This is an optimization exercise on Yosys and OpenROAD, whose aim is small area, a short achievable clock period and few clock cycles per item, not a production implementation.
No activity file was given, so power comes from the tool's default toggle rates.

## maple
==> module low_score_flank_window_selector, before the edit <==
module low_score_flank_window_selector
(
    input  logic               clk,
    input  logic               rst_n,
    input  logic               psel,
    input  logic               penable,
    input  logic               pwrite,
    input  logic [lsfws_pkg::PADDR_W-1:0] paddr,
    input  logic [lsfws_pkg::PDATA_W-1:0] pwdata,
    output logic [lsfws_pkg::PDATA_W-1:0] prdata,
    output logic               pready,
    input  logic               item_valid,
    output logic               item_stall,
    input  lsfws_pkg::item_t              item,
    output logic               result_valid,
    input  logic               result_stall,
    output lsfws_pkg::result_t            result
);
    localparam int SLOTS   = lsfws_pkg::WINDOW_SIZE;
    localparam int SCORE_W = lsfws_pkg::SCORE_W;
    localparam int POS_W   = lsfws_pkg::POS_W;
    localparam int PDATA_W = lsfws_pkg::PDATA_W;
    lsfws_pkg::score_t           threshold_reg;
    logic [SLOTS-1:0][POS_W-1:0] pos_reg;
    logic [SLOTS-1:0]            pend_reg;
    logic [SLOTS-1:0]            sel_reg;         
    logic [SLOTS-1:0]            last_reg;
    logic [SLOTS-1:0]            kept_reg;
    lsfws_pkg::score_t           s1_reg;          
    lsfws_pkg::score_t           s2_reg;          
    lsfws_pkg::score_t           m_reg;           
    logic [2:0]                  fill_reg;
    function automatic logic lt(input logic [SCORE_W-1:0] a, input logic [SCORE_W-1:0] b);
        logic l;
        logic e;
        l = 1'b0;
        e = 1'b1;
        for (int i = SCORE_W - 1; i >= 0; i--)
        begin
            l = l | (e & ~a[i] & b[i]);
            e = e & ~(a[i] ^ b[i]);
        end
        lt = l;
    endfunction
    assign pready = 1'b1;
    always_ff @(posedge clk or negedge rst_n)
    begin
        if (!rst_n)
            threshold_reg <= lsfws_pkg::THRESHOLD_RESET;
        else if (psel && penable && pwrite && !paddr[2])
            threshold_reg <= pwdata[SCORE_W-1:0];
    end
    assign prdata = paddr[2] ? '0 : PDATA_W'(threshold_reg);
    logic             accept;
    logic             insert;
    logic             flush;
    logic             full;
    logic             b1;
    logic             b2;
    logic             bm;
    logic             low;
    logic [SLOTS-1:0] win;         
    logic [SLOTS-1:0] kept_sh;     
    logic [SLOTS-1:0] newp;        
    assign item_stall = pend_reg[SLOTS-1] && result_stall;
    assign accept     = item_valid && !item_stall;
    assign insert     = accept && !item.func;
    assign flush      = accept && item.func;
    assign full       = (fill_reg == 3'd5);
    assign b1 = lt(s1_reg, threshold_reg);
    assign b2 = lt(s2_reg, threshold_reg);
    assign bm = lt(m_reg, threshold_reg);
    always_comb
    begin
        win = '0;
        if (item.func)
        begin
            kept_sh = kept_reg;
            for (int i = 0; i < SLOTS; i++)
                win[i] = (3'(i) < fill_reg);
            if (full)
                low = b1 | b2;                           
            else
                low = (b1 && fill_reg >= 3'd1)
                    | (b2 && fill_reg >= 3'd2)
                    | (bm && fill_reg >= 3'd3);          
        end
        else
        begin
            kept_sh = {kept_reg[SLOTS-2:0], 1'b0};
            for (int i = 0; i < SLOTS; i++)
                win[i] = (3'(i) <= fill_reg);
            if (full)
                low = b2;                                
            else if (fill_reg == 3'd4)
                low = bm | b2;                           
            else
                low = 1'b0;
        end
        newp = low ? (win & ~kept_sh) : '0;
    end
    logic             deliver;
    logic [SLOTS-1:0] pend_left;
    logic [SLOTS-1:0] pend_next;
    logic [SLOTS-1:0] sel_next;
    assign result_valid = |pend_reg;
    assign deliver      = result_valid && !result_stall;
    assign pend_left    = deliver ? (pend_reg & ~sel_reg) : pend_reg;
    always_comb
    begin
        result = '0;
        for (int i = 0; i < SLOTS; i++)
            result = result | (sel_reg[i] ? {pos_reg[i], last_reg[i]} : '0);
    end
    always_comb
    begin
        if (insert)
            pend_next = {pend_left[SLOTS-2:0], 1'b0} | newp;
        else if (flush)
            pend_next = pend_left | newp;
        else
            pend_next = pend_left;
        sel_next = '0;
        for (int i = 0; i < SLOTS; i++)
            if (pend_next[i])
            begin
                sel_next    = '0;
                sel_next[i] = 1'b1;
            end
    end
    always_ff @(posedge clk or negedge rst_n)
    begin
        if (!rst_n)
        begin
            pend_reg <= '0;
            fill_reg <= '0;
        end
        else
        begin
            pend_reg <= pend_next;
            if (insert && !full)
                fill_reg <= fill_reg + 3'd1;
            else if (flush)
                fill_reg <= '0;
        end
    end
    always_ff @(posedge clk)
    begin
        sel_reg <= sel_next;
        if (insert)
        begin
            pos_reg  <= {pos_reg[SLOTS-2:0], item.position};
            last_reg <= {last_reg[SLOTS-2:0], low};
            kept_reg <= kept_sh | newp;
            s1_reg   <= item.score;
            s2_reg   <= s1_reg;
            if (fill_reg == 3'd2 || lt(s2_reg, m_reg))
                m_reg <= s2_reg;
        end
        else if (flush)
        begin
            last_reg[0] <= last_reg[0] | newp[0];
            kept_reg    <= '0;
        end
    end
endmodule
make LEC_CHECK=0 CAP_MARGIN=20 CORE_MARGIN=2 CORE_UTILIZATION=40 SETUP_SLACK_MARGIN=3 SLEW_MARGIN=20 finish   # period 5.5 ns
run.sh (not shown) runs the stock make flow with config.mk's settings and CLKGATE_MAP_FILE= SYNTH_SCRIPT=/design/flow/synth_recipe.tcl, a recipe that flattens the netlist after the stock synthesis.
maple went all the way through synthesis, placement and routing and the layout is clean on timing, DRC and antenna.
## Diff of input files: garnet against maple
--- a/flow/design.v
+++ b/flow/design.v
@@ -60,20 +60,26 @@
     lsfws_pkg::score_t           s1_reg;          
     lsfws_pkg::score_t           s2_reg;          
     lsfws_pkg::score_t           m_reg;           
     logic [2:0]                  fill_reg;
     function automatic logic lt(input logic [SCORE_W-1:0] a, input logic [SCORE_W-1:0] b);
-        logic l;
-        logic e;
-        l = 1'b0;
-        e = 1'b1;
-        for (int i = SCORE_W - 1; i >= 0; i--)
-        begin
-            l = l | (e & ~a[i] & b[i]);
-            e = e & ~(a[i] ^ b[i]);
-        end
-        lt = l;
+        logic [31:0] l;
+        logic [31:0] e;
+        l = '0;
+        e = '1;
+        for (int i = 0; i < SCORE_W; i++)
+        begin
+            l[i] = ~a[i] & b[i];
+            e[i] = ~(a[i] ^ b[i]);
+        end
+        for (int w = 1; w < 32; w = w * 2)
+            for (int i = 0; i + w < 32; i = i + 2 * w)
+            begin
+                l[i] = l[i+w] | (e[i+w] & l[i]);
+                e[i] = e[i+w] & e[i];
+            end
+        lt = l[0];
     endfunction
     assign pready = 1'b1;
     always_ff @(posedge clk or negedge rst_n)
     begin
         if (!rst_n)
[summary]
- Per the final summary, garnet finished and its layout is clean on timing, DRC and antenna.
- From maple to garnet the numbers moved as follows: reported combinational group power fell 39%, fraction of final layout cells sized beyond drive strength 1 fell 2.9 points.
- Relative to maple, the fraction of power consumed by combinational cells of garnet is lower by 8.2 points.
- Post-CTS setup repair buffer count delta for garnet relative to maple: about 24% higher
- | wire length | garnet vs maple | worse |
- garnet vs. maple: number of fillers in the final layout rose by 33; first-pass GRT wire length has increased; worst hold slack ~0 delta; layout overhead on the synthesized area -1.5 points.
- Compared with maple, garnet shows met2 layer wire length in the routed design that has gone down slightly.
- For largest net degree at the start of global routing, dividing the value from garnet by the value from maple gives 0.58.
Function was not checked in any run of this note: the RTL went through the layout flow alone.

========
low_score_flank_window_selector, a different RTL version from the one above (not shown whole).
For scale: roughly 870 cells after synthesis, ~300 flip-flops, ~160 I/O pins, about 0.012 mm² of cells after synthesis.
==> module low_score_flank_window_selector, before the edit <==
module low_score_flank_window_selector
(
    input  logic               clk,
    input  logic               rst_n,
    input  logic               psel,
    input  logic               penable,
    input  logic               pwrite,
    input  logic [lsfws_pkg::PADDR_W-1:0] paddr,
    input  logic [lsfws_pkg::PDATA_W-1:0] pwdata,
    output logic [lsfws_pkg::PDATA_W-1:0] prdata,
    output logic               pready,
    input  logic               item_valid,
    output logic               item_stall,
    input  lsfws_pkg::item_t              item,
    output logic               result_valid,
    input  logic               result_stall,
    output lsfws_pkg::result_t            result
);
    localparam int SLOTS   = lsfws_pkg::WINDOW_SIZE;
    localparam int NSCORE  = 4;              
    localparam int SCORE_W = lsfws_pkg::SCORE_W;
    localparam int POS_W   = lsfws_pkg::POS_W;
    localparam int PDATA_W = lsfws_pkg::PDATA_W;
    lsfws_pkg::score_t              threshold_reg;
    logic [SLOTS-1:0][POS_W-1:0]    pos_reg;
    logic [SLOTS-1:0]               pend_reg;
    logic [SLOTS-1:0]               last_reg;
    logic [SLOTS-1:0]               kept_reg;
    logic [NSCORE-1:0][SCORE_W-1:0] score_reg;
    logic [NSCORE-1:0]              below_reg;    
    logic [2:0]                     fill_reg;
    logic                           stall_reg;
    logic                           out_valid_reg;
    lsfws_pkg::result_t             out_reg;
    assign pready = 1'b1;
    logic thr_write;
    logic thr_fresh_reg;           
    assign thr_write = psel && penable && pwrite && !paddr[2];
    always_ff @(posedge clk or negedge rst_n)
    begin
        if (!rst_n)
        begin
            threshold_reg <= lsfws_pkg::THRESHOLD_RESET;
            thr_fresh_reg <= 1'b0;
        end
        else
        begin
            if (thr_write)
                threshold_reg <= pwdata[SCORE_W-1:0];
            thr_fresh_reg <= thr_write;
        end
    end
    function automatic logic lt(input logic [SCORE_W-1:0] a, input logic [SCORE_W-1:0] b);
        logic l;
        logic e;
        l = 1'b0;
        e = 1'b1;
        for (int i = SCORE_W - 1; i >= 0; i--)
        begin
            l = l | (e & ~a[i] & b[i]);
            e = e & ~(a[i] ^ b[i]);
        end
        lt = l;
    endfunction
    assign prdata = paddr[2] ? '0 : PDATA_W'(threshold_reg);
    logic              accept;
    logic              insert;
    logic              flush;
    logic [NSCORE:0]   cmp;         
    logic [NSCORE-1:0] below_next;
    logic              full;
    logic              low;
    logic [SLOTS-1:0]  win;         
    logic [SLOTS-1:0]  kept_sh;     
    logic [SLOTS-1:0]  newp;        
    assign item_stall = (stall_reg && result_stall) || thr_fresh_reg;
    assign accept     = item_valid && !item_stall;
    assign insert     = accept && !item.func;
    assign flush      = accept && item.func;
    assign full       = (fill_reg == 3'd5);
    always_comb
    begin
        win = '0;
        if (item.func)
        begin
            kept_sh = kept_reg;
            for (int i = 0; i < SLOTS; i++)
                win[i] = (3'(i) < fill_reg);
            if (full)
                low = below_reg[1] | below_reg[0];
            else
                low = |(below_reg & win[NSCORE-1:0]);
        end
        else
        begin
            kept_sh = {kept_reg[SLOTS-2:0], 1'b0};
            for (int i = 0; i < SLOTS; i++)
                win[i] = (3'(i) <= fill_reg);
            if (full)
                low = below_reg[1];                          
            else if (fill_reg == 3'd4)
                low = below_reg[3] | below_reg[2] | below_reg[1];    
            else
                low = 1'b0;
        end
        newp = low ? (win & ~kept_sh) : '0;
    end
    always_comb
    begin
        cmp[0] = lt(item.score, threshold_reg);
        for (int i = 0; i < NSCORE; i++)
            cmp[i+1] = lt(score_reg[i], threshold_reg);
        below_next = insert ? cmp[NSCORE-1:0] : cmp[NSCORE:1];
    end
    logic [SLOTS-1:0] pick;        
    logic             load_out;
    logic [POS_W-1:0] pick_pos;
    logic             pick_last;
    always_comb
    begin
        pick = '0;
        for (int i = 0; i < SLOTS; i++)
            if (pend_reg[i])
            begin
                pick    = '0;
                pick[i] = 1'b1;
            end
        pick_pos  = '0;
        pick_last = 1'b0;
        for (int i = 0; i < SLOTS; i++)
        begin
            pick_pos  = pick_pos | (pick[i] ? pos_reg[i] : '0);
            pick_last = pick_last | (pick[i] & last_reg[i]);
        end
    end
    assign load_out = (|pend_reg) && (!out_valid_reg || !result_stall);
    logic [SLOTS-1:0] pend_left;
    logic [SLOTS-1:0] pend_next;
    logic             out_valid_next;
    assign pend_left = load_out ? (pend_reg & ~pick) : pend_reg;
    always_comb
    begin
        if (insert)
            pend_next = {pend_left[SLOTS-2:0], 1'b0} | newp;
        else if (flush)
            pend_next = pend_left | newp;
        else
            pend_next = pend_left;
        out_valid_next = load_out || (out_valid_reg && result_stall);
    end
    always_ff @(posedge clk or negedge rst_n)
    begin
        if (!rst_n)
        begin
            pend_reg      <= '0;
            fill_reg      <= '0;
            stall_reg     <= 1'b0;
            out_valid_reg <= 1'b0;
        end
        else
        begin
            pend_reg <= pend_next;
            if (insert && !full)
                fill_reg <= fill_reg + 3'd1;
            else if (flush)
                fill_reg <= '0;
            stall_reg     <= pend_next[SLOTS-1] && out_valid_next;
            out_valid_reg <= out_valid_next;
        end
    end
    always_ff @(posedge clk)
    begin
        if (insert)
        begin
            pos_reg   <= {pos_reg[SLOTS-2:0], item.position};
            last_reg  <= {last_reg[SLOTS-2:0], low};
            score_reg <= {score_reg[NSCORE-2:0], item.score};
            kept_reg  <= kept_sh | newp;
        end
        else if (flush)
        begin
            last_reg[0] <= last_reg[0] | newp[0];
            kept_reg    <= '0;
        end
        below_reg <= below_next;
        if (load_out)
            out_reg <= {pick_pos, pick_last};
    end
    assign result_valid = out_valid_reg;
    assign result       = out_reg;
endmodule
make LEC_CHECK=0 CAP_MARGIN=20 CORE_MARGIN=2 CORE_UTILIZATION=40 SETUP_SLACK_MARGIN=3 SLEW_MARGIN=20 finish   # period 5.5 ns
Next try:
--- a/flow/design.v
+++ b/flow/design.v
@@ -63,38 +63,23 @@
     logic                           stall_reg;
     logic                           out_valid_reg;
     lsfws_pkg::result_t             out_reg;
     assign pready = 1'b1;
-    logic thr_write;
-    logic thr_fresh_reg;           
+    logic              thr_write;
+    lsfws_pkg::score_t thr_next;
     assign thr_write = psel && penable && pwrite && !paddr[2];
+    assign thr_next  = thr_write ? pwdata[SCORE_W-1:0] : threshold_reg;
     always_ff @(posedge clk or negedge rst_n)
     begin
         if (!rst_n)
-        begin
             threshold_reg <= lsfws_pkg::THRESHOLD_RESET;
-            thr_fresh_reg <= 1'b0;
-        end
-        else
-        begin
-            if (thr_write)
-                threshold_reg <= pwdata[SCORE_W-1:0];
-            thr_fresh_reg <= thr_write;
-        end
-    end
-    function automatic logic lt(input logic [SCORE_W-1:0] a, input logic [SCORE_W-1:0] b);
-        logic l;
-        logic e;
-        l = 1'b0;
-        e = 1'b1;
-        for (int i = SCORE_W - 1; i >= 0; i--)
-        begin
-            l = l | (e & ~a[i] & b[i]);
-            e = e & ~(a[i] ^ b[i]);
-        end
-        lt = l;
-    endfunction
-    assign prdata = paddr[2] ? '0 : PDATA_W'(threshold_reg);
+        else
+            threshold_reg <= thr_next;
+    end
+    logic [SCORE_W-1:0] prdata_reg;
+    always_ff @(posedge clk)
+        prdata_reg <= paddr[2] ? '0 : thr_next;
+    assign prdata = PDATA_W'(prdata_reg);
     logic              accept;
     logic              insert;
     logic              flush;
     logic [NSCORE:0]   cmp;         
@@ -103,9 +88,9 @@
     logic              low;
     logic [SLOTS-1:0]  win;         
     logic [SLOTS-1:0]  kept_sh;     
     logic [SLOTS-1:0]  newp;        
-    assign item_stall = (stall_reg && result_stall) || thr_fresh_reg;
+    assign item_stall = stall_reg;
     assign accept     = item_valid && !item_stall;
     assign insert     = accept && !item.func;
     assign flush      = accept && item.func;
     assign full       = (fill_reg == 3'd5);
@@ -137,11 +122,11 @@
         newp = low ? (win & ~kept_sh) : '0;
     end
     always_comb
     begin
-        cmp[0] = lt(item.score, threshold_reg);
+        cmp[0] = (item.score < thr_next);
         for (int i = 0; i < NSCORE; i++)
-            cmp[i+1] = lt(score_reg[i], threshold_reg);
+            cmp[i+1] = (score_reg[i] < thr_next);
         below_next = insert ? cmp[NSCORE-1:0] : cmp[NSCORE:1];
     end
     logic [SLOTS-1:0] pick;        
     logic             load_out;
The new run completed with no timing, DRC or antenna violations.
Setup slack is worse by 0.69 ns.
Cell count is higher by 6.1%.
Design area is higher by 7.5%.
Core utilization is higher by 0.96 points.
Sequential cell count is higher by 16.
Clock-buffer cell count is higher by 1.
Hold slack is worse by 0.0068 ns.
Synthesized cell count is lower by 0.69%.
Power is higher by 20%.
Global-route usage is lower by 0.17 points.
Routed wire length is higher by 5.1%.
Register-to-register slack is worse by 0.38 ns.
Sequential share of layout area is lower by 2.1 points.
Clock power is higher by 11%.
Function was not checked in any run of this note: the RTL went through the layout flow alone.

==> separate check: timing with driven ports <==
Ports are ideal in the flow. The routed layouts listed here were re-timed in OpenROAD. Step 1, drivers: a clkbuf_16 drives clk and a buf_2 each remaining input, both assumed. Step 2, shift: input delay + t, output delay - t, t = (earliest + latest rising clock arrival at the registers) / 2. This alone moves slack from input paths to output paths. Three values: ideal ports, drivers, drivers and shift; two values: the first two.
run	t (ns)	setup WS [ns]	latest minus earliest clock arrival (ns)
maple	0.583	2.538 / 2.532 / 2.276	0.014 / 0.014
garnet	0.582	2.622 / 2.577 / 2.441	0.008 / 0.008
the first run of note 2	0.552	2.804 / 2.753 / 2.525	0.011 / 0.011
the second run of note 2	0.555	2.109 / 2.119 / 1.564	0.022 / 0.022
After both steps every run listed still meets setup and hold. The setup slack of the second run of note 2, which loses most, moves by +0.010 ns with the drivers and by -0.545 ns with both steps.
